From an optimization exercise on the open Yosys and OpenROAD flow, aimed at small area, a short achievable clock period and few clock cycles per item; shortcuts taken in it are not production practice. Where RTL was checked, it was by simulation tests only, not by an equivalence proof against the original. Function not checked in run 2: the RTL went through the layout flow alone.

### flow/config.mk
export PLATFORM = sky130hd
export DESIGN_NAME = date_seconds_of_year_converter_unit
export DESIGN_NICKNAME = date_seconds_of_year_converter_unit
export VERILOG_FILES = /design/flow/design.v
export SDC_FILE = /design/flow/constraint.sdc
export NUM_CORES = 4
export LEC_CHECK = 0
export CAP_MARGIN = 20
export CORE_MARGIN = 2
export CORE_UTILIZATION = 40
export SETUP_SLACK_MARGIN = 5
export SLEW_MARGIN = 20
### flow/constraint.sdc
create_clock -name core_clock -period 9.0 [get_ports {i_clk}]
set_input_delay 1.8000 -clock core_clock [delete_from_list [all_inputs] [get_ports {i_clk}]]
set_output_delay 1.8000 -clock core_clock [all_outputs]
set_load 0.01 [all_outputs]
### flow/design.v
`timescale 1ns / 1ps
`default_nettype none
package dsoyc_pkg;
    localparam int unsigned WYear    = 14;
    localparam int unsigned WMonth   = 4;
    localparam int unsigned WDay     = 5;
    localparam int unsigned WHour    = 5;
    localparam int unsigned WMinute  = 6;
    localparam int unsigned WSecond  = 6;
    localparam int unsigned WSeconds = 25;
    localparam int unsigned WDayNum  = 9;
    localparam int unsigned WTod     = 17;
    localparam logic [WYear-1:0]    YearMax  = 14'd9999;
    localparam logic [WSeconds-1:0] SecsMax  = 25'd31708799;
    localparam logic [WDayNum-1:0]  LastDayCommon = 9'd365;
    localparam logic [WDayNum-1:0]  LastDayLeap   = 9'd366;
    localparam logic [14:0] Div25Mul  = 15'd20972;
    localparam int unsigned Div25Sh   = 19;
    localparam logic [18:0] Div675Mul = 19'd397683;
    localparam int unsigned Div675Sh  = 28;
    localparam logic [12:0] Div225Mul = 13'd4661;
    localparam int unsigned Div225Sh  = 20;
    localparam logic [14:0] Div15Mul  = 15'd17477;
    localparam int unsigned Div15Sh   = 18;
    localparam logic [WMonth-1:0] MonthJan = 4'd1;
    localparam logic [WMonth-1:0] MonthMar = 4'd3;
    localparam logic [WMonth-1:0] MonthDec = 4'd12;
    function automatic logic [WDayNum-1:0] month_offset(input logic [WMonth-1:0] m,
                                                        input logic leap);
        logic [WDayNum-1:0] o;
        case (m)
            4'd1:    o = 9'd0;
            4'd2:    o = 9'd31;
            4'd3:    o = 9'd59;
            4'd4:    o = 9'd90;
            4'd5:    o = 9'd120;
            4'd6:    o = 9'd151;
            4'd7:    o = 9'd181;
            4'd8:    o = 9'd212;
            4'd9:    o = 9'd243;
            4'd10:   o = 9'd273;
            4'd11:   o = 9'd304;
            4'd12:   o = 9'd334;
            default: o = 9'd0;
        endcase
        if (leap && (m >= MonthMar) && (m <= MonthDec)) begin
            o = o + 9'd1;
        end
        month_offset = o;
    endfunction
endpackage
`default_nettype wire
`timescale 1ns / 1ps
`default_nettype none
module date_seconds_of_year_converter_unit (
    input  logic                            i_clk,
    input  logic                            i_rst_n,
    input  logic                            i_in_valid,
    output logic                            o_in_ready,
    input  logic                            i_in_mode,
    input  logic [dsoyc_pkg::WYear-1:0]     i_in_year,
    input  logic [dsoyc_pkg::WMonth-1:0]    i_in_month,
    input  logic [dsoyc_pkg::WDay-1:0]      i_in_day,
    input  logic [dsoyc_pkg::WHour-1:0]     i_in_hour,
    input  logic [dsoyc_pkg::WMinute-1:0]   i_in_minute,
    input  logic [dsoyc_pkg::WSecond-1:0]   i_in_second,
    input  logic [dsoyc_pkg::WSeconds-1:0]  i_in_seconds,
    output logic                            o_out_valid,
    input  logic                            i_out_ready,
    output logic [dsoyc_pkg::WSeconds-1:0]  o_out_seconds,
    output logic [dsoyc_pkg::WMonth-1:0]    o_out_month,
    output logic [dsoyc_pkg::WDay-1:0]      o_out_day,
    output logic [dsoyc_pkg::WHour-1:0]     o_out_hour,
    output logic [dsoyc_pkg::WMinute-1:0]   o_out_minute,
    output logic [dsoyc_pkg::WSecond-1:0]   o_out_second,
    output logic                            o_out_range_error
);
    function automatic logic [8:0] offc(input logic [3:0] m);
        case (m)
            4'd2:    offc = 9'd31;
            4'd3:    offc = 9'd59;
            4'd4:    offc = 9'd90;
            4'd5:    offc = 9'd120;
            4'd6:    offc = 9'd151;
            4'd7:    offc = 9'd181;
            4'd8:    offc = 9'd212;
            4'd9:    offc = 9'd243;
            4'd10:   offc = 9'd273;
            4'd11:   offc = 9'd304;
            4'd12:   offc = 9'd334;
            default: offc = 9'd0;
        endcase
    endfunction
    logic r_v1, r_v2, r_v3;
    logic r_out_valid, r_out_nvalid;
    logic en;
    assign en         = !r_out_valid || i_out_ready;
    assign o_in_ready = r_out_nvalid || i_out_ready;
    logic        r1_mode;
    logic        r1_leap, r1_yerr;
    logic [25:0] r1_pay;
    logic [7:0]  r1_p;
    logic        r2_mode, r2_err, r2_leap;
    logic [25:0] r2_pay;
    logic        r3_mode, r3_err;
    logic [25:0] r3_pay;
    logic [25:0] r_o_f;
    logic        r_o_z0, r_o_z1;
    logic        r_o_err;
    logic [25:0] n1_pay;
    logic [7:0]  n1_p;
    logic [11:0] n1_qi;
    logic        n1_leap, n1_yerr;
    dsoyc_inv25 u_inv25 (.q(i_in_year[13:2]), .p(n1_qi));
    assign n1_leap = (i_in_year[1:0] == 2'b00) && ((n1_qi > 12'd163) || (i_in_year[3:2] == 2'b00));
    assign n1_yerr = (i_in_year > 14'd9999);
    assign n1_p   = 8'(i_in_seconds[24:18]) + 8'(i_in_seconds[24:19]) + 8'(i_in_seconds[24:22]) + 8'd6;
    assign n1_pay = i_in_mode ? {1'b0, i_in_seconds}
                              : {i_in_month, i_in_day, i_in_hour, i_in_minute, i_in_second};
    logic        n2_leap, n2_yerr, n2_err0, n2_err1, n2_err, n2_lm;
    logic [3:0]  n2_month;
    logic [4:0]  n2_day;
    logic [4:0]  n2_hour;
    logic [5:0]  n2_minute, n2_second;
    logic [8:0]  n2_dd;
    logic [16:0] n2_tod;
    logic [24:0] n2_secs;
    logic [8:0]  n2_dq;
    logic [25:0] n2_pay;
    dsoyc_tod   u_tod   (.h(n2_hour), .m(n2_minute), .s(n2_second), .t(n2_tod));
    dsoyc_div675 u_div675 (.x(n2_secs[24:7]), .p(r1_p), .q(n2_dq));
    always_comb begin
        n2_leap = r1_leap;
        n2_yerr = r1_yerr;
        {n2_month, n2_day, n2_hour, n2_minute, n2_second} = r1_pay;
        n2_err0 = n2_yerr || (n2_month == 4'd0) || (n2_month > 4'd12) || (n2_day == 5'd0) ||
                  (n2_hour > 5'd23) || (n2_minute > 6'd59) || (n2_second > 6'd59);
        n2_dd   = 9'(n2_day) + offc(n2_month);
        n2_lm   = n2_leap && (n2_month >= 4'd3);
        n2_secs = r1_pay[24:0];
        n2_err1 = n2_yerr || (n2_secs > 25'd31708799) || (!n2_leap && (n2_secs >= 25'd31622400));
        n2_err  = r1_mode ? n2_err1 : n2_err0;
        n2_pay  = r1_mode ? {n2_dq, ~n2_secs[16:7], n2_secs[6:0]} : {n2_dd, n2_tod};
    end
    logic [16:0] n3_tod;
    logic [8:0]  n3_dq;
    logic [6:0]  n3_low;
    logic        n3_lm;
    logic [17:0] n3_y;
    logic [12:1] n3_c;
    logic [3:0]  n3_mon;
    logic [4:0]  n3_dom;
    logic [25:0] n3_pay;
    assign n3_tod = r2_pay[16:0];
    assign n3_dq  = r2_pay[25:17];
    assign n3_low = r2_pay[6:0];
    assign n3_lm  = r2_leap && !r2_mode;
    dsoyc_mac675 u_mac675 (.a(r2_pay[25:17]), .c(n3_lm), .b(r2_pay[16:7]), .y(n3_y));
    always_comb begin
        n3_c[1]  = (n3_dq != 9'd0);
        n3_c[2]  = (n3_dq > 9'd31);
        n3_c[3]  = r2_leap ? (n3_dq > 9'd60)  : (n3_dq > 9'd59);
        n3_c[4]  = r2_leap ? (n3_dq > 9'd91)  : (n3_dq > 9'd90);
        n3_c[5]  = r2_leap ? (n3_dq > 9'd121) : (n3_dq > 9'd120);
        n3_c[6]  = r2_leap ? (n3_dq > 9'd152) : (n3_dq > 9'd151);
        n3_c[7]  = r2_leap ? (n3_dq > 9'd182) : (n3_dq > 9'd181);
        n3_c[8]  = r2_leap ? (n3_dq > 9'd213) : (n3_dq > 9'd212);
        n3_c[9]  = r2_leap ? (n3_dq > 9'd244) : (n3_dq > 9'd243);
        n3_c[10] = r2_leap ? (n3_dq > 9'd274) : (n3_dq > 9'd273);
        n3_c[11] = r2_leap ? (n3_dq > 9'd305) : (n3_dq > 9'd304);
        n3_c[12] = r2_leap ? (n3_dq > 9'd335) : (n3_dq > 9'd334);
        n3_mon = 4'd0;
        for (int i = 1; i <= 12; i++) begin
            if (n3_c[i]) n3_mon = 4'(i);
        end
        n3_dom  = n3_dq[4:0] - 5'(r2_leap && n3_c[3]);
        n3_pay = r2_mode ? {n3_mon, n3_dom, ~n3_y[9:0], n3_low[6:4], n3_low[3:0]}
                         : {1'b0, n3_y[17:10], ~n3_y[9:0], n3_tod[6:0]};
    end
    logic        c_mode, c_err;
    logic [25:0] c_pay;
    logic [3:0]  c_mon;
    logic [4:0]  c_dom;
    logic [4:0]  c_day;
    logic [12:0] c_u;
    logic [3:0]  c_low;
    logic [4:0]  c_h;
    logic [10:0] c_tm;
    assign c_mode = r3_mode;
    assign c_err  = r3_err;
    assign c_pay  = r3_pay;
    assign {c_mon, c_dom, c_u, c_low} = c_pay;
    dsoyc_div225 u_div225 (.u(c_u), .q(c_h));
    dsoyc_div15  u_div15  (.v({c_u, c_low[3:2]}), .q(c_tm));
    assign c_day = c_dom - 5'(offc(c_mon));
    always_ff @(posedge i_clk) begin
        if (!i_rst_n) begin
            r_v1        <= 1'b0;
            r_v2        <= 1'b0;
            r_v3        <= 1'b0;
            r_out_valid  <= 1'b0;
            r_out_nvalid <= 1'b1;
        end else begin
            if (en) begin
                r_v1        <= i_in_valid;
                r_v2        <= r_v1;
                r_v3        <= r_v2;
                r_out_valid  <= r_v3;
                r_out_nvalid <= !r_v3;
            end
        end
    end
    always_ff @(posedge i_clk) begin
        if (en) begin
            r1_mode <= i_in_mode;
            r1_leap <= n1_leap;
            r1_yerr <= n1_yerr;
            r1_pay  <= n1_pay;
            r1_p    <= n1_p;
            r2_mode <= r1_mode;
            r2_err  <= n2_err;
            r2_leap <= r1_mode ? n2_leap : n2_lm;
            r2_pay  <= n2_pay;
            r3_mode <= r2_mode;
            r3_err  <= r2_err;
            r3_pay  <= n3_pay;
            r_o_err <= c_err;
            r_o_z0  <= !c_err && !c_mode;
            r_o_z1  <= !c_err && c_mode;
            r_o_f   <= c_mode ? {c_mon, c_day, c_h, c_tm[5:0], c_u[1:0], c_low}
                              : {c_pay[25:17], ~c_pay[16:7], c_pay[6:0]};
        end
    end
    assign o_out_valid       = r_out_valid;
    assign o_out_seconds     = r_o_f[24:0] & {25{r_o_z0}};
    logic [5:0] o_mi;
    logic [3:0] o_rm;
    assign o_mi = r_o_f[11:6] + {r_o_f[15:12], 2'b00};
    assign o_rm = r_o_f[5:2] + r_o_f[9:6];
    assign {o_out_month, o_out_day, o_out_hour} = r_o_f[25:12] & {14{r_o_z1}};
    assign o_out_minute = o_mi & {6{r_o_z1}};
    assign o_out_second = {o_rm, r_o_f[1:0]} & {6{r_o_z1}};
    assign o_out_range_error = r_o_err;
endmodule
module dsoyc_div675 (input wire [17:0] x, input wire [7:0] p, output wire [20:12] q);
    wire t1;
    wire t2;
    wire t3;
    wire t4;
    wire t5;
    wire t6;
    wire t7;
    wire t8;
    wire t9;
    wire t10;
    wire t11;
    wire t12;
    wire t13;
    wire t14;
    wire t15;
    wire t16;
    wire t17;
    wire t18;
    wire t19;
    wire t20;
    wire t21;
    wire t22;
    wire t23;
    wire t24;
    wire t25;
    wire t26;
    wire t27;
    wire t28;
    wire t29;
    wire t30;
    wire t31;
    wire t32;
    wire t33;
    wire t34;
    wire t35;
    wire t36;
    wire t37;
    wire t38;
    wire t39;
    wire t40;
    wire t41;
    wire t42;
    wire t43;
    wire t44;
    wire t45;
    wire t46;
    wire t47;
    wire t48;
    wire t49;
    wire t50;
    wire t51;
    wire t52;
    wire t53;
    wire t54;
    wire t55;
    wire t56;
    wire t57;
    wire t58;
    wire t59;
    wire t60;
    wire t61;
    wire t62;
    wire t63;
    wire t64;
    wire t65;
    wire t66;
    wire t67;
    wire t68;
    wire t69;
    wire t70;
    wire t71;
    wire t72;
    wire t73;
    wire t74;
    wire t75;
    wire t76;
    wire t77;
    wire t78;
    wire t79;
    wire t80;
    wire t81;
    wire t82;
    wire t83;
    wire t84;
    wire t85;
    wire t86;
    wire t87;
    wire t88;
    wire t89;
    wire t90;
    wire t91;
    wire t92;
    wire t93;
    wire t94;
    wire t95;
    wire t96;
    wire [21:0] ra, rb, rs;
    assign t1 = x[11] ^ x[9];
    assign t2 = x[11] & x[9];
    assign t3 = x[12] ^ x[10] ^ x[6];
    assign t4 = (x[12] & x[10]) | (x[12] & x[6]) | (x[10] & x[6]);
    assign t5 = x[1] ^ x[0];
    assign t6 = x[1] & x[0];
    assign t7 = x[13] ^ x[11] ^ x[7];
    assign t8 = (x[13] & x[11]) | (x[13] & x[7]) | (x[11] & x[7]);
    assign t9 = x[2] ^ x[1] ^ p[3];
    assign t10 = (x[2] & x[1]) | (x[2] & p[3]) | (x[1] & p[3]);
    assign t11 = x[14] ^ x[12] ^ x[8];
    assign t12 = (x[14] & x[12]) | (x[14] & x[8]) | (x[12] & x[8]);
    assign t13 = x[3] ^ x[2] ^ p[4];
    assign t14 = (x[3] & x[2]) | (x[3] & p[4]) | (x[2] & p[4]);
    assign t15 = x[15] ^ x[13] ^ x[9];
    assign t16 = (x[15] & x[13]) | (x[15] & x[9]) | (x[13] & x[9]);
    assign t17 = x[4] ^ x[3] ^ p[5];
    assign t18 = (x[4] & x[3]) | (x[4] & p[5]) | (x[3] & p[5]);
    assign t19 = x[16] ^ x[14] ^ x[10];
    assign t20 = (x[16] & x[14]) | (x[16] & x[10]) | (x[14] & x[10]);
    assign t21 = x[5] ^ x[4] ^ p[6];
    assign t22 = (x[5] & x[4]) | (x[5] & p[6]) | (x[4] & p[6]);
    assign t23 = x[17] ^ x[15] ^ x[11];
    assign t24 = (x[17] & x[15]) | (x[17] & x[11]) | (x[15] & x[11]);
    assign t25 = x[6] ^ x[5] ^ p[7];
    assign t26 = (x[6] & x[5]) | (x[6] & p[7]) | (x[5] & p[7]);
    assign t27 = x[16] ^ x[12] ^ x[7];
    assign t28 = (x[16] & x[12]) | (x[16] & x[7]) | (x[12] & x[7]);
    assign t29 = x[17] ^ x[13];
    assign t30 = x[17] & x[13];
    assign t31 = x[10] ^ x[8];
    assign t32 = x[10] & x[8];
    assign t33 = t1 ^ x[5] ^ x[0];
    assign t34 = (t1 & x[5]) | (t1 & x[0]) | (x[5] & x[0]);
    assign t35 = t2 ^ t3 ^ t5;
    assign t36 = (t2 & t3) | (t2 & t5) | (t3 & t5);
    assign t37 = t4 ^ t6 ^ t7;
    assign t38 = (t4 & t6) | (t4 & t7) | (t6 & t7);
    assign t39 = t8 ^ t10 ^ t11;
    assign t40 = (t8 & t10) | (t8 & t11) | (t10 & t11);
    assign t41 = t12 ^ t14 ^ t15;
    assign t42 = (t12 & t14) | (t12 & t15) | (t14 & t15);
    assign t43 = t16 ^ t18 ^ t19;
    assign t44 = (t16 & t18) | (t16 & t19) | (t18 & t19);
    assign t45 = t20 ^ t22 ^ t23;
    assign t46 = (t20 & t22) | (t20 & t23) | (t22 & t23);
    assign t47 = t24 ^ t26 ^ t27;
    assign t48 = (t24 & t26) | (t24 & t27) | (t26 & t27);
    assign t49 = t28 ^ t29 ^ x[8];
    assign t50 = (t28 & t29) | (t28 & x[8]) | (t29 & x[8]);
    assign t51 = t30 ^ x[14] ^ x[9];
    assign t52 = (t30 & x[14]) | (t30 & x[9]) | (x[14] & x[9]);
    assign t53 = x[15] ^ x[10];
    assign t54 = x[15] & x[10];
    assign t55 = x[16] ^ x[11];
    assign t56 = x[16] & x[11];
    assign t57 = x[17] ^ x[12];
    assign t58 = x[17] & x[12];
    assign t59 = t31 ^ x[4];
    assign t60 = t31 & x[4];
    assign t61 = t32 ^ t33 ^ p[1];
    assign t62 = (t32 & t33) | (t32 & p[1]) | (t33 & p[1]);
    assign t63 = t34 ^ t35 ^ p[2];
    assign t64 = (t34 & t35) | (t34 & p[2]) | (t35 & p[2]);
    assign t65 = t36 ^ t37 ^ t9;
    assign t66 = (t36 & t37) | (t36 & t9) | (t37 & t9);
    assign t67 = t38 ^ t39 ^ t13;
    assign t68 = (t38 & t39) | (t38 & t13) | (t39 & t13);
    assign t69 = t40 ^ t41 ^ t17;
    assign t70 = (t40 & t41) | (t40 & t17) | (t41 & t17);
    assign t71 = t42 ^ t43 ^ t21;
    assign t72 = (t42 & t43) | (t42 & t21) | (t43 & t21);
    assign t73 = t44 ^ t45 ^ t25;
    assign t74 = (t44 & t45) | (t44 & t25) | (t45 & t25);
    assign t75 = t46 ^ t47 ^ x[6];
    assign t76 = (t46 & t47) | (t46 & x[6]) | (t47 & x[6]);
    assign t77 = t48 ^ t49 ^ x[7];
    assign t78 = (t48 & t49) | (t48 & x[7]) | (t49 & x[7]);
    assign t79 = t50 ^ t51 ^ x[8];
    assign t80 = (t50 & t51) | (t50 & x[8]) | (t51 & x[8]);
    assign t81 = t52 ^ t53 ^ x[9];
    assign t82 = (t52 & t53) | (t52 & x[9]) | (t53 & x[9]);
    assign t83 = t54 ^ t55 ^ x[10];
    assign t84 = (t54 & t55) | (t54 & x[10]) | (t55 & x[10]);
    assign t85 = t56 ^ t57 ^ x[11];
    assign t86 = (t56 & t57) | (t56 & x[11]) | (t57 & x[11]);
    assign t87 = t58 ^ x[13] ^ x[12];
    assign t88 = (t58 & x[13]) | (t58 & x[12]) | (x[13] & x[12]);
    assign t89 = x[14] ^ x[13];
    assign t90 = x[14] & x[13];
    assign t91 = x[15] ^ x[14];
    assign t92 = x[15] & x[14];
    assign t93 = x[16] ^ x[15];
    assign t94 = x[16] & x[15];
    assign t95 = x[17] ^ x[16];
    assign t96 = x[17] & x[16];
    assign ra = {1'b0, 1'b0, t96, t94, t92, t90, t88, t86, t84, t82, t80, t78, t76, t74, t72, t70, t68, t66, t64, t62, t60, t59};
    assign rb = {1'b0, 1'b0, x[17], t95, t93, t91, t89, t87, t85, t83, t81, t79, t77, t75, t73, t71, t69, t67, t65, t63, t61, p[0]};
    assign rs = ra + rb;
    assign q = rs[20:12];
endmodule
module dsoyc_div225 (input wire [12:0] u, output wire [13:9] q);
    wire t1;
    wire t2;
    wire t3;
    wire t4;
    wire t5;
    wire t6;
    wire t7;
    wire t8;
    wire t9;
    wire t10;
    wire t11;
    wire t12;
    wire t13;
    wire t14;
    wire t15;
    wire t16;
    wire t17;
    wire t18;
    wire t19;
    wire t20;
    wire t21;
    wire t22;
    wire t23;
    wire t24;
    wire t25;
    wire t26;
    wire t27;
    wire t28;
    wire t29;
    wire t30;
    wire t31;
    wire t32;
    wire t33;
    wire t34;
    wire t35;
    wire t36;
    wire t37;
    wire t38;
    wire t39;
    wire t40;
    wire t41;
    wire t42;
    wire t43;
    wire t44;
    wire t45;
    wire t46;
    wire t47;
    wire t48;
    wire t49;
    wire t50;
    wire t51;
    wire t52;
    wire t53;
    wire t54;
    wire [14:0] ra, rb, rs;
    assign t1 = u[9] ^ u[7];
    assign t2 = u[9] & u[7];
    assign t3 = u[10] ^ u[8] ^ u[7];
    assign t4 = (u[10] & u[8]) | (u[10] & u[7]) | (u[8] & u[7]);
    assign t5 = u[3] ^ u[0];
    assign t6 = u[3] & u[0];
    assign t7 = u[11] ^ u[9] ^ u[8];
    assign t8 = (u[11] & u[9]) | (u[11] & u[8]) | (u[9] & u[8]);
    assign t9 = u[4] ^ u[1];
    assign t10 = u[4] & u[1];
    assign t11 = u[12] ^ u[10] ^ u[9];
    assign t12 = (u[12] & u[10]) | (u[12] & u[9]) | (u[10] & u[9]);
    assign t13 = u[5] ^ u[2];
    assign t14 = u[5] & u[2];
    assign t15 = u[11] ^ u[10] ^ u[6];
    assign t16 = (u[11] & u[10]) | (u[11] & u[6]) | (u[10] & u[6]);
    assign t17 = u[12] ^ u[11];
    assign t18 = u[12] & u[11];
    assign t19 = t1 ^ u[6];
    assign t20 = t1 & u[6];
    assign t21 = t2 ^ t3 ^ t5;
    assign t22 = (t2 & t3) | (t2 & t5) | (t3 & t5);
    assign t23 = t4 ^ t6 ^ t7;
    assign t24 = (t4 & t6) | (t4 & t7) | (t6 & t7);
    assign t25 = t8 ^ t10 ^ t11;
    assign t26 = (t8 & t10) | (t8 & t11) | (t10 & t11);
    assign t27 = t12 ^ t14 ^ t15;
    assign t28 = (t12 & t14) | (t12 & t15) | (t14 & t15);
    assign t29 = t16 ^ t17 ^ u[7];
    assign t30 = (t16 & t17) | (t16 & u[7]) | (t17 & u[7]);
    assign t31 = t18 ^ u[12] ^ u[8];
    assign t32 = (t18 & u[12]) | (t18 & u[8]) | (u[12] & u[8]);
    assign t33 = t19 ^ u[2];
    assign t34 = t19 & u[2];
    assign t35 = t20 ^ t21 ^ 1'b1;
    assign t36 = (t20 & t21) | (t20 & 1'b1) | (t21 & 1'b1);
    assign t37 = t22 ^ t23 ^ t9;
    assign t38 = (t22 & t23) | (t22 & t9) | (t23 & t9);
    assign t39 = t24 ^ t25 ^ t13;
    assign t40 = (t24 & t25) | (t24 & t13) | (t25 & t13);
    assign t41 = t26 ^ t27 ^ u[3];
    assign t42 = (t26 & t27) | (t26 & u[3]) | (t27 & u[3]);
    assign t43 = t28 ^ t29 ^ u[4];
    assign t44 = (t28 & t29) | (t28 & u[4]) | (t29 & u[4]);
    assign t45 = t30 ^ t31 ^ u[5];
    assign t46 = (t30 & t31) | (t30 & u[5]) | (t31 & u[5]);
    assign t47 = t32 ^ u[9] ^ u[6];
    assign t48 = (t32 & u[9]) | (t32 & u[6]) | (u[9] & u[6]);
    assign t49 = u[10] ^ u[7];
    assign t50 = u[10] & u[7];
    assign t51 = u[11] ^ u[8];
    assign t52 = u[11] & u[8];
    assign t53 = u[12] ^ u[9];
    assign t54 = u[12] & u[9];
    assign ra = {1'b0, u[12], u[11], t54, t52, t50, t48, t46, t44, t42, t40, t38, t36, t34, t33};
    assign rb = {1'b0, 1'b0, 1'b0, u[10], t53, t51, t49, t47, t45, t43, t41, t39, t37, t35, 1'b1};
    assign rs = ra + rb;
    assign q = rs[13:9];
endmodule
module dsoyc_div15 (input wire [14:0] v, output wire [16:6] q);
    wire t1;
    wire t2;
    wire t3;
    wire t4;
    wire t5;
    wire t6;
    wire t7;
    wire t8;
    wire t9;
    wire t10;
    wire t11;
    wire t12;
    wire t13;
    wire t14;
    wire t15;
    wire t16;
    wire t17;
    wire t18;
    wire t19;
    wire t20;
    wire t21;
    wire t22;
    wire t23;
    wire t24;
    wire t25;
    wire t26;
    wire t27;
    wire t28;
    wire t29;
    wire t30;
    wire t31;
    wire t32;
    wire t33;
    wire t34;
    wire t35;
    wire t36;
    wire t37;
    wire t38;
    wire t39;
    wire t40;
    wire t41;
    wire t42;
    wire t43;
    wire t44;
    wire t45;
    wire t46;
    wire [17:0] ra, rb, rs;
    assign t1 = v[12] ^ v[8];
    assign t2 = v[12] & v[8];
    assign t3 = v[13] ^ v[9];
    assign t4 = v[13] & v[9];
    assign t5 = v[14] ^ v[10];
    assign t6 = v[14] & v[10];
    assign t7 = t1 ^ v[4];
    assign t8 = t1 & v[4];
    assign t9 = t2 ^ t3 ^ v[5];
    assign t10 = (t2 & t3) | (t2 & v[5]) | (t3 & v[5]);
    assign t11 = t4 ^ t5 ^ v[6];
    assign t12 = (t4 & t5) | (t4 & v[6]) | (t5 & v[6]);
    assign t13 = t6 ^ v[11] ^ v[7];
    assign t14 = (t6 & v[11]) | (t6 & v[7]) | (v[11] & v[7]);
    assign t15 = v[12] ^ v[8];
    assign t16 = v[12] & v[8];
    assign t17 = v[13] ^ v[9];
    assign t18 = v[13] & v[9];
    assign t19 = v[14] ^ v[10];
    assign t20 = v[14] & v[10];
    assign t21 = v[10] ^ v[6];
    assign t22 = v[10] & v[6];
    assign t23 = v[11] ^ v[7] ^ v[3];
    assign t24 = (v[11] & v[7]) | (v[11] & v[3]) | (v[7] & v[3]);
    assign t25 = t7 ^ v[0] ^ 1'b1;
    assign t26 = (t7 & v[0]) | (t7 & 1'b1) | (v[0] & 1'b1);
    assign t27 = t8 ^ t9 ^ v[1];
    assign t28 = (t8 & t9) | (t8 & v[1]) | (t9 & v[1]);
    assign t29 = t10 ^ t11 ^ v[2];
    assign t30 = (t10 & t11) | (t10 & v[2]) | (t11 & v[2]);
    assign t31 = t12 ^ t13 ^ v[3];
    assign t32 = (t12 & t13) | (t12 & v[3]) | (t13 & v[3]);
    assign t33 = t14 ^ t15 ^ v[4];
    assign t34 = (t14 & t15) | (t14 & v[4]) | (t15 & v[4]);
    assign t35 = t16 ^ t17 ^ v[5];
    assign t36 = (t16 & t17) | (t16 & v[5]) | (t17 & v[5]);
    assign t37 = t18 ^ t19 ^ v[6];
    assign t38 = (t18 & t19) | (t18 & v[6]) | (t19 & v[6]);
    assign t39 = t20 ^ v[11] ^ v[7];
    assign t40 = (t20 & v[11]) | (t20 & v[7]) | (v[11] & v[7]);
    assign t41 = v[12] ^ v[8];
    assign t42 = v[12] & v[8];
    assign t43 = v[13] ^ v[9];
    assign t44 = v[13] & v[9];
    assign t45 = v[14] ^ v[10];
    assign t46 = v[14] & v[10];
    assign ra = {1'b0, v[14], v[13], v[12], t46, t44, t42, t40, t38, t36, t34, t32, t30, t28, t26, t24, t22, t21};
    assign rb = {1'b0, 1'b0, 1'b0, 1'b0, v[11], t45, t43, t41, t39, t37, t35, t33, t31, t29, t27, t25, t23, v[2]};
    assign rs = ra + rb;
    assign q = rs[16:6];
endmodule
module dsoyc_tod (input wire [4:0] h, input wire [5:0] m, input wire [5:0] s, output wire [16:0] t);
    wire t1;
    wire t2;
    wire t3;
    wire t4;
    wire t5;
    wire t6;
    wire t7;
    wire t8;
    wire t9;
    wire t10;
    wire t11;
    wire t12;
    wire t13;
    wire t14;
    wire t15;
    wire t16;
    wire t17;
    wire t18;
    wire t19;
    wire t20;
    wire t21;
    wire t22;
    wire t23;
    wire t24;
    wire t25;
    wire t26;
    wire t27;
    wire t28;
    wire t29;
    wire t30;
    wire [16:0] ra, rb, rs;
    assign t1 = ~m[0] ^ s[2];
    assign t2 = ~m[0] & s[2];
    assign t3 = ~m[1] ^ s[3];
    assign t4 = ~m[1] & s[3];
    assign t5 = h[0] ^ ~m[2] ^ s[4];
    assign t6 = (h[0] & ~m[2]) | (h[0] & s[4]) | (~m[2] & s[4]);
    assign t7 = h[1] ^ ~m[3] ^ s[5];
    assign t8 = (h[1] & ~m[3]) | (h[1] & s[5]) | (~m[3] & s[5]);
    assign t9 = h[2] ^ m[0] ^ ~m[4];
    assign t10 = (h[2] & m[0]) | (h[2] & ~m[4]) | (m[0] & ~m[4]);
    assign t11 = h[3] ^ m[1] ^ ~m[5];
    assign t12 = (h[3] & m[1]) | (h[3] & ~m[5]) | (m[1] & ~m[5]);
    assign t13 = h[4] ^ m[2] ^ 1'b1;
    assign t14 = (h[4] & m[2]) | (h[4] & 1'b1) | (m[2] & 1'b1);
    assign t15 = ~h[0] ^ m[3];
    assign t16 = ~h[0] & m[3];
    assign t17 = ~h[1] ^ m[4];
    assign t18 = ~h[1] & m[4];
    assign t19 = ~h[2] ^ m[5];
    assign t20 = ~h[2] & m[5];
    assign t21 = h[0] ^ ~h[3];
    assign t22 = h[0] & ~h[3];
    assign t23 = h[1] ^ ~h[4];
    assign t24 = h[1] & ~h[4];
    assign t25 = h[2] ^ 1'b1;
    assign t26 = h[2] & 1'b1;
    assign t27 = h[3] ^ 1'b1;
    assign t28 = h[3] & 1'b1;
    assign t29 = h[4] ^ 1'b1;
    assign t30 = h[4] & 1'b1;
    assign ra = {t28, t26, t24, t22, t20, t18, t16, t14, t12, t10, t8, t6, t4, t2, t1, s[1], s[0]};
    assign rb = {t29, t27, t25, t23, t21, t19, t17, t15, t13, t11, t9, t7, t5, t3, 1'b1, 1'b0, 1'b0};
    assign rs = ra + rb;
    assign t = rs[16:0];
endmodule
module dsoyc_mac675 (input wire [8:0] a, input wire [0:0] c, input wire [9:0] b, output wire [17:0] y);
    wire t1;
    wire t2;
    wire t3;
    wire t4;
    wire t5;
    wire t6;
    wire t7;
    wire t8;
    wire t9;
    wire t10;
    wire t11;
    wire t12;
    wire t13;
    wire t14;
    wire t15;
    wire t16;
    wire t17;
    wire t18;
    wire t19;
    wire t20;
    wire t21;
    wire t22;
    wire t23;
    wire t24;
    wire t25;
    wire t26;
    wire t27;
    wire t28;
    wire t29;
    wire t30;
    wire t31;
    wire t32;
    wire t33;
    wire t34;
    wire t35;
    wire t36;
    wire t37;
    wire t38;
    wire t39;
    wire t40;
    wire t41;
    wire t42;
    wire t43;
    wire t44;
    wire t45;
    wire t46;
    wire t47;
    wire t48;
    wire t49;
    wire t50;
    wire t51;
    wire t52;
    wire t53;
    wire t54;
    wire t55;
    wire t56;
    wire t57;
    wire t58;
    wire t59;
    wire t60;
    wire t61;
    wire t62;
    wire t63;
    wire t64;
    wire t65;
    wire t66;
    wire t67;
    wire t68;
    wire t69;
    wire t70;
    wire t71;
    wire t72;
    wire t73;
    wire t74;
    wire t75;
    wire t76;
    wire [17:0] ra, rb, rs;
    assign t1 = a[5] ^ a[4];
    assign t2 = a[5] & a[4];
    assign t3 = a[6] ^ a[5];
    assign t4 = a[6] & a[5];
    assign t5 = a[7] ^ a[6] ^ a[2];
    assign t6 = (a[7] & a[6]) | (a[7] & a[2]) | (a[6] & a[2]);
    assign t7 = a[0] ^ c[0];
    assign t8 = a[0] & c[0];
    assign t9 = a[8] ^ a[7] ^ a[3];
    assign t10 = (a[8] & a[7]) | (a[8] & a[3]) | (a[7] & a[3]);
    assign t11 = a[1] ^ b[8];
    assign t12 = a[1] & b[8];
    assign t13 = a[8] ^ a[4] ^ a[2];
    assign t14 = (a[8] & a[4]) | (a[8] & a[2]) | (a[4] & a[2]);
    assign t15 = a[0] ^ c[0] ^ b[9];
    assign t16 = (a[0] & c[0]) | (a[0] & b[9]) | (c[0] & b[9]);
    assign t17 = a[5] ^ a[3];
    assign t18 = a[5] & a[3];
    assign t19 = a[1] ^ a[0];
    assign t20 = a[1] & a[0];
    assign t21 = a[2] ^ a[1];
    assign t22 = a[2] & a[1];
    assign t23 = a[3] ^ a[2];
    assign t24 = a[3] & a[2];
    assign t25 = a[4] ^ a[3];
    assign t26 = a[4] & a[3];
    assign t27 = t1 ^ a[0] ^ c[0];
    assign t28 = (t1 & a[0]) | (t1 & c[0]) | (a[0] & c[0]);
    assign t29 = t2 ^ t3 ^ a[1];
    assign t30 = (t2 & t3) | (t2 & a[1]) | (t3 & a[1]);
    assign t31 = t4 ^ t5 ^ t7;
    assign t32 = (t4 & t5) | (t4 & t7) | (t5 & t7);
    assign t33 = t6 ^ t8 ^ t9;
    assign t34 = (t6 & t8) | (t6 & t9) | (t8 & t9);
    assign t35 = t10 ^ t12 ^ t13;
    assign t36 = (t10 & t12) | (t10 & t13) | (t12 & t13);
    assign t37 = t14 ^ t16 ^ t17;
    assign t38 = (t14 & t16) | (t14 & t17) | (t16 & t17);
    assign t39 = t18 ^ a[6] ^ a[4];
    assign t40 = (t18 & a[6]) | (t18 & a[4]) | (a[6] & a[4]);
    assign t41 = a[7] ^ a[5];
    assign t42 = a[7] & a[5];
    assign t43 = a[8] ^ a[6];
    assign t44 = a[8] & a[6];
    assign t45 = a[0] ^ c[0];
    assign t46 = a[0] & c[0];
    assign t47 = t19 ^ c[0] ^ b[1];
    assign t48 = (t19 & c[0]) | (t19 & b[1]) | (c[0] & b[1]);
    assign t49 = t20 ^ t21 ^ b[2];
    assign t50 = (t20 & t21) | (t20 & b[2]) | (t21 & b[2]);
    assign t51 = t22 ^ t23 ^ b[3];
    assign t52 = (t22 & t23) | (t22 & b[3]) | (t23 & b[3]);
    assign t53 = t24 ^ t25 ^ b[4];
    assign t54 = (t24 & t25) | (t24 & b[4]) | (t25 & b[4]);
    assign t55 = t26 ^ t27 ^ b[5];
    assign t56 = (t26 & t27) | (t26 & b[5]) | (t27 & b[5]);
    assign t57 = t28 ^ t29 ^ b[6];
    assign t58 = (t28 & t29) | (t28 & b[6]) | (t29 & b[6]);
    assign t59 = t30 ^ t31 ^ b[7];
    assign t60 = (t30 & t31) | (t30 & b[7]) | (t31 & b[7]);
    assign t61 = t32 ^ t33 ^ t11;
    assign t62 = (t32 & t33) | (t32 & t11) | (t33 & t11);
    assign t63 = t34 ^ t35 ^ t15;
    assign t64 = (t34 & t35) | (t34 & t15) | (t35 & t15);
    assign t65 = t36 ^ t37 ^ a[1];
    assign t66 = (t36 & t37) | (t36 & a[1]) | (t37 & a[1]);
    assign t67 = t38 ^ t39 ^ a[2];
    assign t68 = (t38 & t39) | (t38 & a[2]) | (t39 & a[2]);
    assign t69 = t40 ^ t41 ^ a[3];
    assign t70 = (t40 & t41) | (t40 & a[3]) | (t41 & a[3]);
    assign t71 = t42 ^ t43 ^ a[4];
    assign t72 = (t42 & t43) | (t42 & a[4]) | (t43 & a[4]);
    assign t73 = t44 ^ a[7] ^ a[5];
    assign t74 = (t44 & a[7]) | (t44 & a[5]) | (a[7] & a[5]);
    assign t75 = a[8] ^ a[6];
    assign t76 = a[8] & a[6];
    assign ra = {a[8], t76, t74, t72, t70, t68, t66, t64, t62, t60, t58, t56, t54, t52, t50, t48, t46, t45};
    assign rb = {1'b0, a[7], t75, t73, t71, t69, t67, t65, t63, t61, t59, t57, t55, t53, t51, t49, t47, b[0]};
    assign rs = ra + rb;
    assign y = rs[17:0];
endmodule
module dsoyc_inv25 (input wire [11:0] q, output wire [11:0] p);
    wire t1;
    wire t2;
    wire t3;
    wire t4;
    wire t5;
    wire t6;
    wire t7;
    wire t8;
    wire t9;
    wire t10;
    wire t11;
    wire t12;
    wire t13;
    wire t14;
    wire t15;
    wire t16;
    wire t17;
    wire t18;
    wire t19;
    wire t20;
    wire [11:0] ra, rb, rs;
    assign t1 = q[11] ^ q[8];
    assign t2 = q[11] & q[8];
    assign t3 = q[10] ^ q[7];
    assign t4 = q[10] & q[7];
    assign t5 = t1 ^ q[6] ^ q[1];
    assign t6 = (t1 & q[6]) | (t1 & q[1]) | (q[6] & q[1]);
    assign t7 = q[5] ^ q[2];
    assign t8 = q[5] & q[2];
    assign t9 = q[6] ^ q[3] ^ q[1];
    assign t10 = (q[6] & q[3]) | (q[6] & q[1]) | (q[3] & q[1]);
    assign t11 = q[7] ^ q[4] ^ q[2];
    assign t12 = (q[7] & q[4]) | (q[7] & q[2]) | (q[4] & q[2]);
    assign t13 = q[8] ^ q[5] ^ q[3];
    assign t14 = (q[8] & q[5]) | (q[8] & q[3]) | (q[5] & q[3]);
    assign t15 = q[9] ^ q[6] ^ q[4];
    assign t16 = (q[9] & q[6]) | (q[9] & q[4]) | (q[6] & q[4]);
    assign t17 = t3 ^ q[5] ^ q[0];
    assign t18 = (t3 & q[5]) | (t3 & q[0]) | (q[5] & q[0]);
    assign t19 = t4 ^ t5 ^ q[0];
    assign t20 = (t4 & t5) | (t4 & q[0]) | (t5 & q[0]);
    assign ra = {t18, t16, t14, t12, t10, t8, t7, q[4], q[3], q[2], q[1], q[0]};
    assign rb = {t19, t17, t15, t13, t11, t9, q[0], q[1], q[0], 1'b0, 1'b0, 1'b0};
    assign rs = ra + rb;
    assign p = rs[11:0];
endmodule
`default_nettype wire
### flow/flow/run.sh
#!/bin/bash
# The standard layout with these changes:
#  - the port buffers are sky130_fd_sc_hd__buf_1 cells;
#  - the setup repair aims at a slack margin of 5.1 ns;
#  - synthesis runs the standard flow's synthesis script with yosys's synth called with -noabc
#    as well (flow/synth.tcl), so the generic abc pass does not restructure the
#    carry-save adders before they are mapped to full and half adder cells.
#    Registers are inferred exactly as in the standard synthesis.
set -euo pipefail
here=$(pwd)
sed -e 's|SETUP_SLACK_MARGIN=5 |SETUP_SLACK_MARGIN=5.1 BUFFER_PORTS_ARGS="-buffer_cell sky130_fd_sc_hd__buf_1" |' \
    -e "s|SYNTH_SCRIPT=[^ ]*|SYNTH_SCRIPT=$here/flow/synth.tcl|" standard.sh > standard_b.sh
bash standard_b.sh > standard.log 2>&1
### flow/flow/synth.tcl
proc synth {args} { yosys synth -nofsm -noshare -noabc {*}$args }
source $::env(SCRIPTS_DIR)/synth.tcl
# left out here: clear keep_hierarchy, flatten, clean up, hide names made inside functions, write 1_2_yosys.v
### flow/standard.sh
#!/bin/bash
# synth_recipe.tcl (not shown) runs the flow's synth.tcl, then flattens the netlist and writes it again
# the make line also repeats each setting of config.mk as NAME=value (left out here)
make -C /OpenROAD-flow-scripts/flow DESIGN_CONFIG=/design/flow/config.mk WORK_HOME=/design/flow/orfs CLKGATE_MAP_FILE= SYNTH_SCRIPT=/design/flow/synth_recipe.tcl "${@:-finish}"
==> impl_metrics.py, run 1 <==
metrics = {
    "outcome": {
        "status": "complete, no violations",
    },
    "timing": {
        "fmax_ghz": 0.248,
        "period_needed_ns": 4.03,
        "max_slew_margin_pct": 43.3,
        "setup_tns_ns": 0,
        "finalHoldViolCount": 0,
        "grt_setup_unrepaired": "yes",
        "finClkSkew_ns": 0.0162,
        "tightest_slew_ns": 0.849,
        "final_max_slew_viol_count": 0,
        "fin_crit_sh_pct": 44.7,
        "fin_ws_ns": 4.97,
        "worst_hold_slack_ns": 0.418,
        "setup-violations-final": 0,
    },
    "clock_network": {
        "htreeDepth": 4,
        "clk_latency_ns": 0.43,
        "clkTransAtPathRegs_ns": 0.07,
        "cts_sinks": 128,
        "cts_max_path_buffers": 2,
        "cts_tree": "built",
        "hold_buffers": 0,
        "root_buffer": "clkbuf_16",
        "numCtsBuffers": 17,
    },
    "floorplan": {
        "ios": 124,
        "core_um2": 32600,
        "dieArea_um2": 34700,
        "initial_utilization_pct": 40.7,
        "rows": 66,
        "die_w_um": 186,
        "die_h_um": 186,
    },
    "detailed_routing": {
        "post-route-drc-count": 0,
        "ant_nets": 0,
        "first_pass_iters": 5,
        "wl_per_cell_um": 16.4,
        "vias_per_cell": 5.26,
        "drtIter0Drc": 485,
        "drt-total-wl_um": 30800,
        "vias": 9880,
    },
    "synth": {
        "synthFlopType": "edfxtp_1",
        "yosysUniqueCellTypes": 65,
        "ys_warn_count": 1,
        "synth_xor_area_share_pct": 4.62,
        "postSynth.asyncResetShare_pct": 0,
        "synth_area_um2": 13300,
        "synth_seq_cells": 128,
        "synthAdderAreaFrac_pct": 36.2,
        "synthCells": 1217,
        "synth_fp_nets": 1608,
        "synth_compound_area_share_pct": 12.9,
        "synth_top_family_by_area": "adder cells",
        "avgSynthCellArea_um2": 10.9,
        "synth-simple-area-share_pct": 10.8,
        "synth-seq-area-share_pct": 28.6,
        "synthMuxAreaShare_pct": 3.63,
        "synth_edf_count": 123,
    },
    "setup_path": {
        "start_kind": "primary input",
        "cp.arrival_ns": 2.23,
        "cp_max_fo": 2,
        "worstPathRequired_ns": 7.20,
        "path_class": "primary input to output pin",
        "endpoint_kind": "output pin",
        "rrSetupSlack_ns": 5.08,
    },
    "grt": {
        "antenna_found_initial": 0,
        "grt_max_degree": 88,
        "gr-usage-all-layers_pct": 18.6,
        "gr-total-overflow": 0,
        "grt_pass1_vias": 9861,
        "grt_pass1_wl_um": 50400,
    },
    "finish": {
        "antennaDiodeCount": 0,
        "area.growth.synth_to_final_pct": 18.9,
        "final_cell_mix": "207 x ha_1, 123 x edfxtp_1, 115 x buf_1",
        "final_common_cell": "ha_1",
        "drive_gt1_share_pct": 15.4,
        "nets": 1816,
        "fillers": 3027,
    },
    "worst_hold_path": {
        "hold_path.class": "flip-flop to flip-flop",
    },
    "flow_run": {
        "drv_cap": 0,
    },
    "placed_design": {
        "post-place-ws_ns": 4.42,
        "dp_hpwl_um": 22300,
        "io_buffers": 123,
        "gp_congestion": 0.888,
    },
}
path summary, 6_finish.rpt:
check	to	startpoint	depth (start not counted)
setup / recovery	o_in_ready	i_out_ready	3
hold / removal	r3_pay[0]$_DFFE_PP_	r2_pay[0]$_DFFE_PP_	0
setup reg to reg	r3_pay[22]$_DFFE_PP_	r2_pay[23]$_DFFE_PP_	12
hold reg to reg	r3_pay[0]$_DFFE_PP_	r2_pay[0]$_DFFE_PP_	0
layout make-up:
class,count,area [µm²],area share [%]
clock buffer,18,429,2.72
clock inverter,14,156,0.990
inverter,91,349,2.21
multi-input combinational,973,9320,59.0
sequential,128,3790,24.0
tap,442,553,3.50
timing repair buffer,214,1190,7.54
critical path, stage by stage:
cell and delay, ns:
buf_8 0.09, or2_4 0.22, buf_6 0.12
registers in the layout (all words and copies together), names as in the netlist, 8 cells and up:
register and cells:
r_o_f 26, r1_p 8, r2_pay 26, r3_pay 26
r1_pay 26
cell families (layout without fill, tap and decap cells):
| kind of cell | after synthesis | after routing |
|---|---|---|
| xor gates and xnor gates | 70 | 70 |
| adders and majority gates | 321 | 321 |
| muxes | 44 | 44 |
| DFF | 128 | 128 |
| and+or+nand+nor | 279 | 279 |
| AOI/OAI and AO/OA | 259 | 259 |
| buffers and inverters | 116 | 337 |
layer usage:
metal / global-route usage [%] / wire, µm
met3: 2.63 / 1200
met1: 24.1 / 13800
met5: 0 / 0
met4: 6.43 / 815
met2: 31.8 / 15000
what timing repair did:
| action | 4_1_cts | 5_1_grt |
|---|---|---|
| hold endpoints to repair | 0 | 0 |
| resized for setup | 29 | 36 |
| pin swaps | 20 | 42 |
| setup buffers | 63 | 26 |
| setup endpoints to repair | 22 | 20 |
| cloned | 0 | 0 |
cells in the mapped netlist (all sizes together), types with 12 or more instances:
master	n	area share, %
a21o	19	1.1
a21oi	83	3.1
and2	55	2.6
clkbuf	24	0.68
edfxtp	123	28
fa	105	16
ha	216	20
inv	91	2.6
mux2	33	2.8
nand2	52	1.5
nand3	28	1.1
nand4	12	0.57
nor2	59	1.7
nor2b	14	0.66
nor3	18	0.68
o21ai	47	1.8
o21bai	12	0.68
xnor2	46	3.0
xor2	24	1.6
stage by stage:
stage,instance area (µm²),util (%),cells
floorplan,13300,-,1217
global route,15800,48.4,1880
global placement,14200,43.6,1759
CTS,15400,47.3,1854
detailed placement,14200,43.6,1759
finish,15800,48.4,1880
Testbench counts, summed over its fixed seeds: cycles 24,032, items 24,000.
==> run 2: changes to the inputs <==
--- a/flow/design.v
+++ b/flow/design.v
@@ -139,5 +139,5 @@
         n2_lm   = n2_leap && (n2_month >= 4'd3);
         n2_secs = r1_pay[24:0];
-        n2_err1 = n2_yerr || (n2_secs > 25'd31708799) || (!n2_leap && (n2_secs >= 25'd31622400));
+        n2_err1 = n2_yerr;   
         n2_err  = r1_mode ? n2_err1 : n2_err0;
         n2_pay  = r1_mode ? {n2_dq, ~n2_secs[16:7], n2_secs[6:0]} : {n2_dd, n2_tod};
@@ -149,4 +149,6 @@
     logic [17:0] n3_y;
     logic [12:1] n3_c;
+    logic [8:0]  n3_dl;
+    logic        n3_err;
     logic [3:0]  n3_mon;
     logic [4:0]  n3_dom;
@@ -158,21 +160,23 @@
     dsoyc_mac675 u_mac675 (.a(r2_pay[25:17]), .c(n3_lm), .b(r2_pay[16:7]), .y(n3_y));
     always_comb begin
+        n3_dl    = n3_dq - 9'(r2_leap);
         n3_c[1]  = (n3_dq != 9'd0);
         n3_c[2]  = (n3_dq > 9'd31);
-        n3_c[3]  = r2_leap ? (n3_dq > 9'd60)  : (n3_dq > 9'd59);
-        n3_c[4]  = r2_leap ? (n3_dq > 9'd91)  : (n3_dq > 9'd90);
-        n3_c[5]  = r2_leap ? (n3_dq > 9'd121) : (n3_dq > 9'd120);
-        n3_c[6]  = r2_leap ? (n3_dq > 9'd152) : (n3_dq > 9'd151);
-        n3_c[7]  = r2_leap ? (n3_dq > 9'd182) : (n3_dq > 9'd181);
-        n3_c[8]  = r2_leap ? (n3_dq > 9'd213) : (n3_dq > 9'd212);
-        n3_c[9]  = r2_leap ? (n3_dq > 9'd244) : (n3_dq > 9'd243);
-        n3_c[10] = r2_leap ? (n3_dq > 9'd274) : (n3_dq > 9'd273);
-        n3_c[11] = r2_leap ? (n3_dq > 9'd305) : (n3_dq > 9'd304);
-        n3_c[12] = r2_leap ? (n3_dq > 9'd335) : (n3_dq > 9'd334);
+        n3_c[3]  = n3_c[2] && (n3_dl > 9'd59);
+        n3_c[4]  = n3_c[2] && (n3_dl > 9'd90);
+        n3_c[5]  = n3_c[2] && (n3_dl > 9'd120);
+        n3_c[6]  = n3_c[2] && (n3_dl > 9'd151);
+        n3_c[7]  = n3_c[2] && (n3_dl > 9'd181);
+        n3_c[8]  = n3_c[2] && (n3_dl > 9'd212);
+        n3_c[9]  = n3_c[2] && (n3_dl > 9'd243);
+        n3_c[10] = n3_c[2] && (n3_dl > 9'd273);
+        n3_c[11] = n3_c[2] && (n3_dl > 9'd304);
+        n3_c[12] = n3_c[2] && (n3_dl > 9'd334);
         n3_mon = 4'd0;
         for (int i = 1; i <= 12; i++) begin
             if (n3_c[i]) n3_mon = 4'(i);
         end
-        n3_dom  = n3_dq[4:0] - 5'(r2_leap && n3_c[3]);
+        n3_dom  = n3_c[3] ? n3_dl[4:0] : n3_dq[4:0];
+        n3_err  = r2_err || (r2_mode && ((n3_dq > 9'd366) || ((n3_dq == 9'd366) && !r2_leap)));
         n3_pay = r2_mode ? {n3_mon, n3_dom, ~n3_y[9:0], n3_low[6:4], n3_low[3:0]}
                          : {1'b0, n3_y[17:10], ~n3_y[9:0], n3_tod[6:0]};
@@ -223,5 +227,5 @@
             r2_pay  <= n2_pay;
             r3_mode <= r2_mode;
-            r3_err  <= r2_err;
+            r3_err  <= n3_err;
             r3_pay  <= n3_pay;
             r_o_err <= c_err;
==> flow/flow/run.sh (replaced) <==
#!/bin/bash
# The standard layout with two changes:
#  - the port buffers are sky130_fd_sc_hd__buf_1 cells;
#  - synthesis runs the standard flow's synthesis script with yosys's synth called with -noabc
#    as well (flow/synth.tcl), so the generic abc pass does not restructure the
#    carry-save adders before they are mapped to full and half adder cells.
#    Registers are inferred exactly as in the standard synthesis.
set -euo pipefail
here=$(pwd)
sed -e 's|SETUP_SLACK_MARGIN=5 |SETUP_SLACK_MARGIN=5 BUFFER_PORTS_ARGS="-buffer_cell sky130_fd_sc_hd__buf_1" |' \
    -e "s|SYNTH_SCRIPT=[^ ]*|SYNTH_SCRIPT=$here/flow/synth.tcl|" standard.sh > standard_b.sh
bash standard_b.sh > standard.log 2>&1
--- a/flow/config.mk
+++ b/flow/config.mk
@@ -9,4 +9,5 @@
 export CORE_MARGIN = 2
 export CORE_UTILIZATION = 40
+export CTS_BUF_LIST = sky130_fd_sc_hd__clkbuf_8
 export SETUP_SLACK_MARGIN = 5
 export SLEW_MARGIN = 20
==> impl_metrics.py, run 2 <==
metrics = {
    "timing": {
        "final_max_slew_viol_count": 0,
        "fin_crit_sh_pct": 46.3,
        "finalHoldViolCount": 0,
        "setup_tns_ns": 0,
        "finClkSkew_ns": 0.0299,
        "fmax_ghz": 0.240,
        "max_slew_margin_pct": 46.9,
        "tightest_slew_ns": 0.796,
        "worst_hold_slack_ns": 0.422,
        "setup-violations-final": 0,
        "grt_setup_unrepaired": "yes",
        "period_needed_ns": 4.17,
    },
    "synth": {
        "synth-seq-area-share_pct": 29.4,
        "synth_commonest_cells": "194 x ha_1, 123 x edfxtp_1, 105 x fa_1, 80 x inv_1, 74 x a21oi_1",
        "ys_top_cells_by_area": "edfxtp_1 29%, ha_1 19%, fa_1 16%, xnor2_1 3.6%, a21oi_1 2.9%",
        "postSynth.asyncResetShare_pct": 0,
        "synthFlopType": "edfxtp_1",
        "synth_fp_nets": 1538,
        "synth_area_um2": 12900,
        "synth.top_cell.area_share_pct": 28.6,
        "synth_seq_cells": 128,
        "avgSynthCellArea_um2": 11.1,
        "synth_edf_count": 123,
        "synth_most_common_cell": "ha_1",
        "yosysUniqueCellTypes": 74,
        "ys_warn_count": 1,
        "yosys.area.top_type": "edfxtp_1",
        "synthCells": 1169,
    },
    "setup_path": {
        "crit_top_cell": "fa_1",
        "endpoint_kind": "flip-flop",
        "r2r-end": "r3_pay[24]$_DFFE_PP_",
        "ff2ff_path_depth": 12,
        "critPathTopFamily": "adder cells",
        "r2r-start": "r2_pay[23]$_DFFE_PP_",
        "cp.arrival_ns": 4.39,
        "worst_path_largest_cell_delay_ns": 0.55,
        "cp_max_fo": 4,
        "critPathBufInv": 0,
        "path_cells": "fa_1, fa_1, fa_1, ha_4, o2111ai_4, nor2_4, a2111oi_4, o31ai_2, o41a_1, a21oi_2, mux2i_1, a211oi_2",
        "worstPathRequired_ns": 9.22,
        "start_kind": "flip-flop",
        "path_class": "flip-flop to flip-flop",
        "rrSetupSlack_ns": 4.83,
        "crit_slowest_cell": "fa_1",
    },
    "outcome": {
        "status": "complete, no violations",
    },
    "finish": {
        "antennaDiodeCount": 0,
        "nets": 1730,
        "fillers": 2911,
        "drive_gt1_share_pct": 14.2,
        "multiInputGateArea_um2": 8980,
        "area.growth.synth_to_final_pct": 16.0,
        "final_common_cell": "ha_1",
        "regArea_um2": 3790,
        "final_cell_mix": "187 x ha_1, 123 x edfxtp_1, 119 x buf_1",
    },
    "grt": {
        "gr-total-overflow": 0,
        "antenna_found_initial": 0,
        "grt_pass1_wl_um": 44600,
        "grt_pass1_vias": 9121,
        "grt_max_degree": 48,
        "gr-usage-all-layers_pct": 16.6,
    },
    "clock_network": {
        "clk_latency_ns": 0.46,
        "root_buffer": "clkbuf_8",
        "cts_sinks": 128,
        "clkTransAtPathRegs_ns": 0.10,
        "hold_buffers": 0,
        "cts_tree": "built",
        "numCtsBuffers": 17,
        "cts_max_path_buffers": 2,
        "htreeDepth": 4,
    },
    "floorplan": {
        "die_h_um": 184,
        "ios": 124,
        "dieArea_um2": 33800,
        "initial_utilization_pct": 40.7,
        "core_um2": 31700,
        "die_w_um": 184,
        "rows": 65,
    },
    "detailed_routing": {
        "vias_per_cell": 5.10,
        "first_pass_iters": 5,
        "drtIter0Drc": 350,
        "ant_nets": 0,
        "drt-total-wl_um": 27000,
        "vias": 9056,
        "post-route-drc-count": 0,
        "wl_per_cell_um": 15.2,
    },
    "placed_design": {
        "dp_hpwl_um": 20800,
        "io_buffers": 123,
        "gp_congestion": 0.856,
    },
    "worst_hold_path": {
        "hold_path.class": "flip-flop to flip-flop",
        "worst_hold_path.endpoint": "r3_pay[6]$_DFFE_PP_",
        "min-delay-start": "r2_pay[6]$_DFFE_PP_",
        "whs_path_depth": 0,
    },
    "flow_run": {
        "drv_cap": 0,
    },
}
[run 2: cell types whose count changed after synthesis, sizes merged, moves of 6 or more]
cell,before,now
xnor2,46,57
nand2,52,65
a21oi,83,75
a211oi,8,15
a31oi,11,5
a21o,19,25
inv,91,81
ha,216,194
nand3,28,17
[run 2: metrics by stage]
stage / setup slack [ns] / utilization [%] / instance area [µm²] / instances
2_1_floorplan: 4.78 / - / 13000 / 1169
3_3_place_gp: 4.64 / 43.9 / 13900 / 1675
3_5_place_dp: 4.61 / 43.9 / 13900 / 1675
4_1_cts: 4.83 / 46.4 / 14700 / 1752
5_1_grt: 4.68 / 47.3 / 15000 / 1775
6_report: 4.83 / 47.3 / 15000 / 1775
[run 2: layer usage]
metal | routed length [µm] | part of all wire (%) | GRT usage (%)
met3 | 818 | 3.0 | 2.61
met5 | 0 | 0 | 0
met1 | 12400 | 46 | 21.3
met4 | 512 | 1.9 | 5.06
met2 | 13200 | 49 | 28.7
[run 2: timing repair]
action,CTS,global route
resized for setup,13,26
buffers inserted,46,23
pin swaps,4,26
setup endpoints to repair,16,18
[run 2: worst max path at each step]
stage                               from                    to  slack [ns]  cells past startpoint
global route        r2_pay[19]$_DFFE_PP_  r3_pay[24]$_DFFE_PP_        4.68                     12
CTS                 r2_pay[19]$_DFFE_PP_  r3_pay[24]$_DFFE_PP_        4.83                     12
finish              r2_pay[23]$_DFFE_PP_  r3_pay[24]$_DFFE_PP_        4.83                     12
floorplan                    i_out_ready     r1_leap$_DFFE_PP_        4.78                      2
global placement            i_in_year[3]     r1_leap$_DFFE_PP_        4.64                     10
detailed placement  r1_pay[23]$_DFFE_PP_  r2_pay[23]$_DFFE_PP_        4.61                     12
[run 2: final cells by class]
cell class / instances / area share (%)
clock buffers: 17 / 1.56
flip-flops and latches: 128 / 25.3
inverters: 81 / 2.07
repair buffers: 196 / 6.85
multi-input cells: 937 / 59.9
clock inverters: 14 / 0.968
well taps: 402 / 3.35
[run 2: cell families after synthesis]
kind of cell	Yosys count	synth area share (%)
buf+inv	104	3.02
xor+xnor	80	5.65
compound gates	243	12.9
fa+ha+maj	299	35.0
flops	128	29.4
simple gates	275	10.7
mux	40	3.40

[what the ideal ports hide]
The results above use ideal ports. As a check the final layouts listed here were re-extracted and re-timed, cells and wires unchanged. Step 1: set_driving_cell puts a clkbuf_16 on i_clk and a buf_2 on each other input, an assumption about the parent block. Step 2 times the ports against the registers' clock, not the clock port: input delays grow and output delays shrink by t, the midpoint of the rising clock arrivals with the driver on. a / b / c = no drivers / after step 1 / after step 2; a / b = the first two.
run	shift t [ns]	slack for setup (ns)	worst setup path after step 2
run 1	0.468	4.973 / 4.935 / 4.743	input to register
run 2	0.495	4.830 / 4.830 / 4.734	input to register
After both steps every run listed still meets setup and hold. For run 1, which loses most, drivers alone change the setup slack by -0.038 ns; drivers and shift together by -0.230 ns.
